This design comes from an exercise in tuning for small area on the open sky130 flow, not from production work. Function was checked by simulation only, so behaviour that the tests miss may differ from the original. Power is estimated from default activity; no workload was simulated. The flow treats the clock pin as an ideal source, which a real chip does not have.

==> module udp_rx_frame_ctrl, before the edit <==
module udp_rx_frame_ctrl #(
  parameter int unsigned DEPTH  = 64,
  parameter int unsigned FRAMES = 4
) (
  input  logic        sys_clk,
  input  logic        sys_rst,
  input  logic        rec_data_en,
  input  logic [31:0] rec_data,
  input  logic        rec_end,
  input  logic [15:0] rec_data_num,
  input  logic        err_flag,
  output logic        m_valid,
  input  logic        m_ready,
  output logic [31:0] m_data,
  output logic        m_last,
  output logic [15:0] m_len,
  output logic [15:0] drop_cnt
);
  localparam int unsigned AW = $clog2(DEPTH);
  localparam int unsigned FW = $clog2(FRAMES);
  typedef logic [AW:0] ptr_t;
  typedef logic [FW:0] dptr_t;
  localparam ptr_t  DepthP  = ptr_t'(DEPTH);
  localparam dptr_t FramesP = dptr_t'(FRAMES);
  typedef enum logic [1:0] {StIdle, StLoad, StStream} state_e;
  logic [31:0]   buf_mem  [DEPTH];
  logic [15:0]   len_mem  [FRAMES];
  logic [AW-1:0] end_mem  [FRAMES];
  ptr_t        wr_ptr_q, commit_ptr_q;
  logic        bad_q, open_q;
  logic [15:0] drop_cnt_q;
  dptr_t       dq_wr_q;
  state_e      state_q, state_d;
  ptr_t        rd_ptr_q;
  dptr_t       dq_rel_q;
  logic buf_full, desc_full, err_hit, full_hit, do_write;
  logic frame_empty, frame_bad, commit, drop;
  ptr_t wr_next;
  always_comb begin
    buf_full    = (wr_ptr_q - rd_ptr_q) == DepthP;
    desc_full   = (dq_wr_q - dq_rel_q) == FramesP;
    err_hit     = err_flag && (open_q || rec_data_en || rec_end);
    full_hit    = rec_data_en && !bad_q && buf_full;
    do_write    = rec_data_en && !bad_q && !buf_full;
    wr_next     = wr_ptr_q + ptr_t'(do_write);
    frame_empty = (wr_ptr_q == commit_ptr_q) && !do_write && !bad_q && !full_hit && !err_hit;
    frame_bad   = bad_q || full_hit || err_hit || desc_full;
    commit      = rec_end && !frame_empty && !frame_bad;
    drop        = rec_end && !frame_empty && frame_bad;
  end
  always_ff @(posedge sys_clk or posedge sys_rst) begin
    if (sys_rst) begin
      wr_ptr_q     <= '0;
      commit_ptr_q <= '0;
      bad_q        <= 1'b0;
      open_q       <= 1'b0;
      drop_cnt_q   <= '0;
      dq_wr_q      <= '0;
    end else begin
      if (rec_end) begin
        wr_ptr_q <= drop ? commit_ptr_q : wr_next;
        bad_q    <= 1'b0;
        open_q   <= 1'b0;
      end else begin
        wr_ptr_q <= wr_next;
        if (full_hit || err_hit) bad_q <= 1'b1;
        if (rec_data_en) open_q <= 1'b1;
      end
      if (commit) begin
        commit_ptr_q <= wr_next;
        dq_wr_q      <= dq_wr_q + 1'b1;
      end
      if (drop && (drop_cnt_q != 16'hFFFF)) drop_cnt_q <= drop_cnt_q + 16'd1;
    end
  end
  always_ff @(posedge sys_clk) begin
    if (do_write) buf_mem[wr_ptr_q[AW-1:0]] <= rec_data;
    if (commit) begin
      len_mem[dq_wr_q[FW-1:0]] <= rec_data_num;
      end_mem[dq_wr_q[FW-1:0]] <= wr_next[AW-1:0];
    end
  end
  logic xfer, last_xfer, pending;
  ptr_t rd_next;
  assign rd_next = rd_ptr_q + 1'b1;
  assign m_last  = rd_next[AW-1:0] == end_mem[dq_rel_q[FW-1:0]];
  assign pending = (dq_rel_q + dptr_t'(state_q == StStream)) != dq_wr_q;
  always_comb begin
    state_d   = state_q;
    xfer      = 1'b0;
    last_xfer = 1'b0;
    unique case (state_q)
      StIdle: begin
        if (pending) state_d = StLoad;
      end
      StLoad: begin
        state_d = StStream;
      end
      StStream: begin
        if (m_ready) begin
          xfer = 1'b1;
          if (m_last) begin
            last_xfer = 1'b1;
            state_d   = pending ? StLoad : StIdle;
          end
        end
      end
      default: state_d = StIdle;
    endcase
  end
  always_ff @(posedge sys_clk or posedge sys_rst) begin
    if (sys_rst) begin
      state_q  <= StIdle;
      rd_ptr_q <= '0;
      dq_rel_q <= '0;
    end else begin
      state_q <= state_d;
      if (xfer) rd_ptr_q <= rd_next;
      if (last_xfer) dq_rel_q <= dq_rel_q + 1'b1;
    end
  end
  assign m_valid  = state_q == StStream;
  assign m_data   = buf_mem[rd_ptr_q[AW-1:0]];
  assign m_len    = len_mem[dq_rel_q[FW-1:0]];
  assign drop_cnt = drop_cnt_q;
endmodule
Settings: LEC_CHECK=0, CAP_MARGIN=20, CORE_MARGIN=2, CORE_UTILIZATION=40, SLEW_MARGIN=20; clock period 8.0 ns.
run.sh (not shown) runs the stock make flow with config.mk's settings and CLKGATE_MAP_FILE= SYNTH_SCRIPT=/design/flow/synth_recipe.tcl, a recipe that flattens the netlist after the stock synthesis.
Next try:
--- a/flow/design.v
+++ b/flow/design.v
@@ -120,7 +120,12 @@
     end
   end
   assign m_valid  = state_q == StStream;
-  assign m_data   = buf_mem[rd_ptr_q[AW-1:0]];
+  logic [DEPTH-1:0] rsel;
+  always_comb begin
+    for (int i = 0; i < DEPTH; i++) rsel[i] = rd_ptr_q[AW-1:0] == AW'(i);
+    m_data = '0;
+    for (int i = 0; i < DEPTH; i++) m_data = m_data | ({32{rsel[i]}} & buf_mem[i]);
+  end
   assign m_len    = len_mem[dq_rel_q[FW-1:0]];
   assign drop_cnt = drop_cnt_q;
 endmodule
Effect: Count of clock-buffer cells in the layout rises by 3; utilization rises by 0.41 points; setup slack degrades by 240 ps; final cell count rises by 13%; power falls by 13%; final area falls by 3.9%.


Another version of the RTL of udp_rx_frame_ctrl (not shown whole).
Size: about 2200 flip-flops, ~120 I/O pins, ~76000 µm² of cells after synthesis.
Design udp_rx_frame_ctrl, start of the top module:
module udp_rx_frame_ctrl #(
  parameter int unsigned DEPTH  = 64,
  parameter int unsigned FRAMES = 4
) (
  input  logic        sys_clk,
  input  logic        sys_rst,
  input  logic        rec_data_en,
  input  logic [31:0] rec_data,
  input  logic        rec_end,
  input  logic [15:0] rec_data_num,
  input  logic        err_flag,
  output logic        m_valid,
  input  logic        m_ready,
  output logic [31:0] m_data,
  output logic        m_last,
  output logic [15:0] m_len,
  output logic [15:0] drop_cnt
);
  localparam int unsigned AW = $clog2(DEPTH);
  localparam int unsigned FW = $clog2(FRAMES);
  typedef logic [AW:0] ptr_t;
  typedef logic [FW:0] dptr_t;
  localparam ptr_t  DepthP  = ptr_t'(DEPTH);
  localparam dptr_t FramesP = dptr_t'(FRAMES);
  typedef enum logic [1:0] {StIdle, StLoad, StStream} state_e;
  logic [31:0]   buf_mem  [DEPTH];
  logic [15:0]   len_mem  [FRAMES];
  logic [AW-1:0] end_mem  [FRAMES];
  ptr_t        wr_ptr_q, commit_ptr_q;
  logic        bad_q, open_q;
  logic        has_words_q;   
  logic [15:0] drop_cnt_q;
  dptr_t       dq_wr_q;
  state_e      state_q, state_d;
  ptr_t        rd_ptr_q;
  dptr_t       dq_rel_q;
  logic buf_full, desc_full, err_hit, full_hit, do_write;
  logic frame_empty, frame_bad, commit, drop;
  ptr_t wr_next;
  always_comb begin
    buf_full    = (wr_ptr_q[AW-1:0] == rd_ptr_q[AW-1:0]) && (wr_ptr_q[AW] != rd_ptr_q[AW]);
    desc_full   = (dq_wr_q[FW-1:0] == dq_rel_q[FW-1:0]) && (dq_wr_q[FW] != dq_rel_q[FW]);
    err_hit     = err_flag && (open_q || rec_data_en || rec_end);
    full_hit    = rec_data_en && !bad_q && buf_full;
    do_write    = rec_data_en && !bad_q && !buf_full;
  ...
==> module udp_rx_frame_ctrl, before the edit <==
module udp_rx_frame_ctrl #(
  parameter int unsigned DEPTH  = 64,
  parameter int unsigned FRAMES = 4
) (
  input  logic        sys_clk,
  input  logic        sys_rst,
  input  logic        rec_data_en,
  input  logic [31:0] rec_data,
  input  logic        rec_end,
  input  logic [15:0] rec_data_num,
  input  logic        err_flag,
  output logic        m_valid,
  input  logic        m_ready,
  output logic [31:0] m_data,
  output logic        m_last,
  output logic [15:0] m_len,
  output logic [15:0] drop_cnt
);
  localparam int unsigned AW = $clog2(DEPTH);
  localparam int unsigned FW = $clog2(FRAMES);
  typedef logic [AW:0] ptr_t;
  typedef logic [FW:0] dptr_t;
  localparam ptr_t  DepthP  = ptr_t'(DEPTH);
  localparam dptr_t FramesP = dptr_t'(FRAMES);
  typedef enum logic [1:0] {StIdle, StLoad, StStream} state_e;
  logic [31:0]   buf_mem  [DEPTH];
  logic [15:0]   len_mem  [FRAMES];
  logic [AW-1:0] end_mem  [FRAMES];
  ptr_t        wr_ptr_q, commit_ptr_q;
  logic        bad_q, open_q;
  logic        has_words_q;   
  logic [15:0] drop_cnt_q;
  dptr_t       dq_wr_q;
  state_e      state_q, state_d;
  ptr_t        rd_ptr_q;
  dptr_t       dq_rel_q;
  logic buf_full, desc_full, err_hit, full_hit, do_write;
  logic frame_empty, frame_bad, commit, drop;
  ptr_t wr_next;
  always_comb begin
    buf_full    = (wr_ptr_q[AW-1:0] == rd_ptr_q[AW-1:0]) && (wr_ptr_q[AW] != rd_ptr_q[AW]);
    desc_full   = (dq_wr_q[FW-1:0] == dq_rel_q[FW-1:0]) && (dq_wr_q[FW] != dq_rel_q[FW]);
    err_hit     = err_flag && (open_q || rec_data_en || rec_end);
    full_hit    = rec_data_en && !bad_q && buf_full;
    do_write    = rec_data_en && !bad_q && !buf_full;
    wr_next     = wr_ptr_q + ptr_t'(do_write);
    frame_empty = !has_words_q && !do_write && !bad_q && !full_hit && !err_hit;
    frame_bad   = bad_q || full_hit || err_hit || desc_full;
    commit      = rec_end && !frame_empty && !frame_bad;
    drop        = rec_end && !frame_empty && frame_bad;
  end
  always_ff @(posedge sys_clk or posedge sys_rst) begin
    if (sys_rst) begin
      wr_ptr_q     <= '0;
      commit_ptr_q <= '0;
      bad_q        <= 1'b0;
      open_q       <= 1'b0;
      has_words_q  <= 1'b0;
      drop_cnt_q   <= '0;
      dq_wr_q      <= '0;
    end else begin
      if (rec_end) begin
        wr_ptr_q <= drop ? commit_ptr_q : wr_next;
        bad_q    <= 1'b0;
        open_q   <= 1'b0;
        has_words_q <= 1'b0;
      end else begin
        if (do_write) has_words_q <= 1'b1;
        wr_ptr_q <= wr_next;
        if (full_hit || err_hit) bad_q <= 1'b1;
        if (rec_data_en) open_q <= 1'b1;
      end
      if (commit) begin
        commit_ptr_q <= wr_next;
        dq_wr_q      <= dq_wr_q + 1'b1;
      end
      if (drop && (drop_cnt_q != 16'hFFFF)) drop_cnt_q <= drop_cnt_q + 16'd1;
    end
  end
  logic [7:0] whi, wlo;
  logic [DEPTH-1:0] wsel;
  always_comb begin
    for (int i = 0; i < 8; i++) begin
      whi[i] = do_write && (wr_ptr_q[5:3] == 3'(i));
      wlo[i] = wr_ptr_q[2:0] == 3'(i);
    end
    for (int i = 0; i < DEPTH; i++) wsel[i] = whi[i/8] && wlo[i%8];
  end
  always_ff @(posedge sys_clk) begin
    for (int i = 0; i < DEPTH; i++) if (wsel[i]) buf_mem[i] <= rec_data;
    if (commit) begin
      len_mem[dq_wr_q[FW-1:0]] <= rec_data_num;
      end_mem[dq_wr_q[FW-1:0]] <= wr_next[AW-1:0];
    end
  end
  logic xfer, last_xfer, pending;
  ptr_t rd_next;
  assign rd_next = rd_ptr_q + 1'b1;
  assign m_last  = rd_next[AW-1:0] == end_mem[dq_rel_q[FW-1:0]];
  assign pending = (dq_rel_q + dptr_t'(state_q == StStream)) != dq_wr_q;
  always_comb begin
    state_d   = state_q;
    xfer      = 1'b0;
    last_xfer = 1'b0;
    unique case (state_q)
      StIdle: begin
        if (pending) state_d = StLoad;
      end
      StLoad: begin
        state_d = StStream;
      end
      StStream: begin
        if (m_ready) begin
          xfer = 1'b1;
          if (m_last) begin
            last_xfer = 1'b1;
            state_d   = pending ? StLoad : StIdle;
          end
        end
      end
      default: state_d = StIdle;
    endcase
  end
  always_ff @(posedge sys_clk or posedge sys_rst) begin
    if (sys_rst) begin
      state_q  <= StIdle;
      rd_ptr_q <= '0;
      dq_rel_q <= '0;
    end else begin
      state_q <= state_d;
      if (xfer) rd_ptr_q <= rd_next;
      if (last_xfer) dq_rel_q <= dq_rel_q + 1'b1;
    end
  end
  assign m_valid  = state_q == StStream;
  localparam int unsigned NG = DEPTH / 3;   
  logic [7:0] rhi, rlo;
  logic [DEPTH-1:0] rsel;
  always_comb begin
    for (int i = 0; i < 8; i++) begin
      rhi[i] = rd_ptr_q[5:3] == 3'(i);
      rlo[i] = rd_ptr_q[2:0] == 3'(i);
    end
    for (int i = 0; i < DEPTH; i++) rsel[i] = rhi[i/8] && rlo[i%8];
  end
  for (genvar b = 0; b < 32; b++) begin : g_rd_bit
    logic [NG:0] term_n;
    for (genvar g = 0; g < NG; g++) begin : g_grp
      udp_rx_frame_ctrl_aoi222 u_aoi (
        .s({rsel[3*g+2], rsel[3*g+1], rsel[3*g]}),
        .d({buf_mem[3*g+2][b], buf_mem[3*g+1][b], buf_mem[3*g][b]}),
        .y(term_n[g])
      );
    end
    assign term_n[NG] = ~(rsel[DEPTH-1] & buf_mem[DEPTH-1][b]);
    assign m_data[b]  = ~&term_n;
  end
  assign m_len    = len_mem[dq_rel_q[FW-1:0]];
  assign drop_cnt = drop_cnt_q;
endmodule
clock: 8.0 ns
lec_check: 0
cap_margin: 10
core_margin: 2
core_utilization: 72
slew_margin: 10
synth_hierarchical: 1
standard.sh (not shown) runs the stock make flow with config.mk's settings and CLKGATE_MAP_FILE= SYNTH_SCRIPT=/design/flow/synth_recipe.tcl, a recipe that flattens the netlist after the stock synthesis.
==> flow/flow/run.sh <==
#!/bin/bash
# The standard layout, with three changes:
#  * clock tree synthesis without dummy loads, with larger sink clusters on clkbuf_16;
#  * ports buffered with buf_1.
set -euo pipefail
bash standard.sh \
  "CTS_ARGS=-sink_clustering_enable -repair_clock_nets -dont_use_dummy_load -buf_list sky130_fd_sc_hd__clkbuf_16 -sink_clustering_size 30 -sink_clustering_max_diameter 150" \
  "BUFFER_PORTS_ARGS=-buffer_cell sky130_fd_sc_hd__buf_1" \
  finish > standard_make.log 2>&1
The starting point finished clean.
Next try:
--- a/flow/design.v
+++ b/flow/design.v
@@ -26,48 +26,44 @@
   logic [31:0]   buf_mem  [DEPTH];
   logic [15:0]   len_mem  [FRAMES];
   logic [AW-1:0] end_mem  [FRAMES];
   ptr_t        wr_ptr_q, commit_ptr_q;
   logic        bad_q, open_q;
-  logic        has_words_q;   
   logic [15:0] drop_cnt_q;
   dptr_t       dq_wr_q;
   state_e      state_q, state_d;
   ptr_t        rd_ptr_q;
   dptr_t       dq_rel_q;
   logic buf_full, desc_full, err_hit, full_hit, do_write;
   logic frame_empty, frame_bad, commit, drop;
   ptr_t wr_next;
   always_comb begin
-    buf_full    = (wr_ptr_q[AW-1:0] == rd_ptr_q[AW-1:0]) && (wr_ptr_q[AW] != rd_ptr_q[AW]);
-    desc_full   = (dq_wr_q[FW-1:0] == dq_rel_q[FW-1:0]) && (dq_wr_q[FW] != dq_rel_q[FW]);
+    buf_full    = (wr_ptr_q - rd_ptr_q) == DepthP;
+    desc_full   = (dq_wr_q - dq_rel_q) == FramesP;
     err_hit     = err_flag && (open_q || rec_data_en || rec_end);
     full_hit    = rec_data_en && !bad_q && buf_full;
     do_write    = rec_data_en && !bad_q && !buf_full;
     wr_next     = wr_ptr_q + ptr_t'(do_write);
-    frame_empty = !has_words_q && !do_write && !bad_q && !full_hit && !err_hit;
+    frame_empty = (wr_ptr_q == commit_ptr_q) && !do_write && !bad_q && !full_hit && !err_hit;
     frame_bad   = bad_q || full_hit || err_hit || desc_full;
     commit      = rec_end && !frame_empty && !frame_bad;
     drop        = rec_end && !frame_empty && frame_bad;
   end
   always_ff @(posedge sys_clk or posedge sys_rst) begin
     if (sys_rst) begin
       wr_ptr_q     <= '0;
       commit_ptr_q <= '0;
       bad_q        <= 1'b0;
       open_q       <= 1'b0;
-      has_words_q  <= 1'b0;
       drop_cnt_q   <= '0;
       dq_wr_q      <= '0;
     end else begin
       if (rec_end) begin
         wr_ptr_q <= drop ? commit_ptr_q : wr_next;
         bad_q    <= 1'b0;
         open_q   <= 1'b0;
-        has_words_q <= 1'b0;
       end else begin
-        if (do_write) has_words_q <= 1'b1;
         wr_ptr_q <= wr_next;
         if (full_hit || err_hit) bad_q <= 1'b1;
         if (rec_data_en) open_q <= 1'b1;
       end
       if (commit) begin
@@ -75,21 +71,12 @@
         dq_wr_q      <= dq_wr_q + 1'b1;
       end
       if (drop && (drop_cnt_q != 16'hFFFF)) drop_cnt_q <= drop_cnt_q + 16'd1;
     end
   end
-  logic [7:0] whi, wlo;
-  logic [DEPTH-1:0] wsel;
-  always_comb begin
-    for (int i = 0; i < 8; i++) begin
-      whi[i] = do_write && (wr_ptr_q[5:3] == 3'(i));
-      wlo[i] = wr_ptr_q[2:0] == 3'(i);
-    end
-    for (int i = 0; i < DEPTH; i++) wsel[i] = whi[i/8] && wlo[i%8];
-  end
   always_ff @(posedge sys_clk) begin
-    for (int i = 0; i < DEPTH; i++) if (wsel[i]) buf_mem[i] <= rec_data;
+    if (do_write) buf_mem[wr_ptr_q[AW-1:0]] <= rec_data;
     if (commit) begin
       len_mem[dq_wr_q[FW-1:0]] <= rec_data_num;
       end_mem[dq_wr_q[FW-1:0]] <= wr_next[AW-1:0];
     end
   end
@@ -132,18 +119,13 @@
       if (last_xfer) dq_rel_q <= dq_rel_q + 1'b1;
     end
   end
   assign m_valid  = state_q == StStream;
   localparam int unsigned NG = DEPTH / 3;   
-  logic [7:0] rhi, rlo;
   logic [DEPTH-1:0] rsel;
   always_comb begin
-    for (int i = 0; i < 8; i++) begin
-      rhi[i] = rd_ptr_q[5:3] == 3'(i);
-      rlo[i] = rd_ptr_q[2:0] == 3'(i);
-    end
-    for (int i = 0; i < DEPTH; i++) rsel[i] = rhi[i/8] && rlo[i%8];
+    for (int i = 0; i < DEPTH; i++) rsel[i] = rd_ptr_q[AW-1:0] == AW'(i);
   end
   for (genvar b = 0; b < 32; b++) begin : g_rd_bit
     logic [NG:0] term_n;
     for (genvar g = 0; g < NG; g++) begin : g_grp
       udp_rx_frame_ctrl_aoi222 u_aoi (
Hold slack improved by 22 ps.
Global-route usage decreases by 1.2 points.
Routed wire length goes down by about 2.7%.
Total power rose by about 4%.
Worst setup slack loses 200 ps.
Sequential power hardly moves.
Via count is lower by about 0.6%.
Die area went up by 0.34%.
Fmax shrinks by 2.8%.
Clock-buffer cell count is unchanged.
Sequential cell count shrinks by 1.
Core utilization hardly moves.

## port drivers added, routing unchanged
Ports are ideal in the flow. The routed layouts listed here were re-timed in OpenROAD.
Step 1: set_driving_cell puts a clkbuf_16 on sys_clk and a buf_2 on each other input, an assumption about the parent block.
Step 2 adds t to the input delays and takes it off the output delays; t is the mean of the earliest and latest rising clock arrival at the registers after step 1. Input paths then give back, and output paths get back, about the clock's delay inside the block.
a / b / c = ideal / step 1 / step 2; a / b = the first two.
run | t (ns) | setup slack, ns | worst setup path after step 2 | latest minus earliest clock arrival (ns) | worst data-port slew with drivers (ns)
the first run of note 1 | 0.931 | 1.323 / 1.224 / 2.156 | register to output | 0.058 / 0.059 | 0.25
the second run of note 1 | 0.947 | 1.080 / 0.988 / 1.935 | register to output | 0.092 / 0.092 | 0.18
the first run of note 2 | 0.776 | 1.205 / 1.129 / 1.905 | register to output | 0.055 / 0.054 | 0.05
the second run of note 2 | 0.776 | 1.009 / 0.928 / 1.704 | register to output | 0.050 / 0.050 | 0.06
After both steps setup and hold are still met in every run listed.
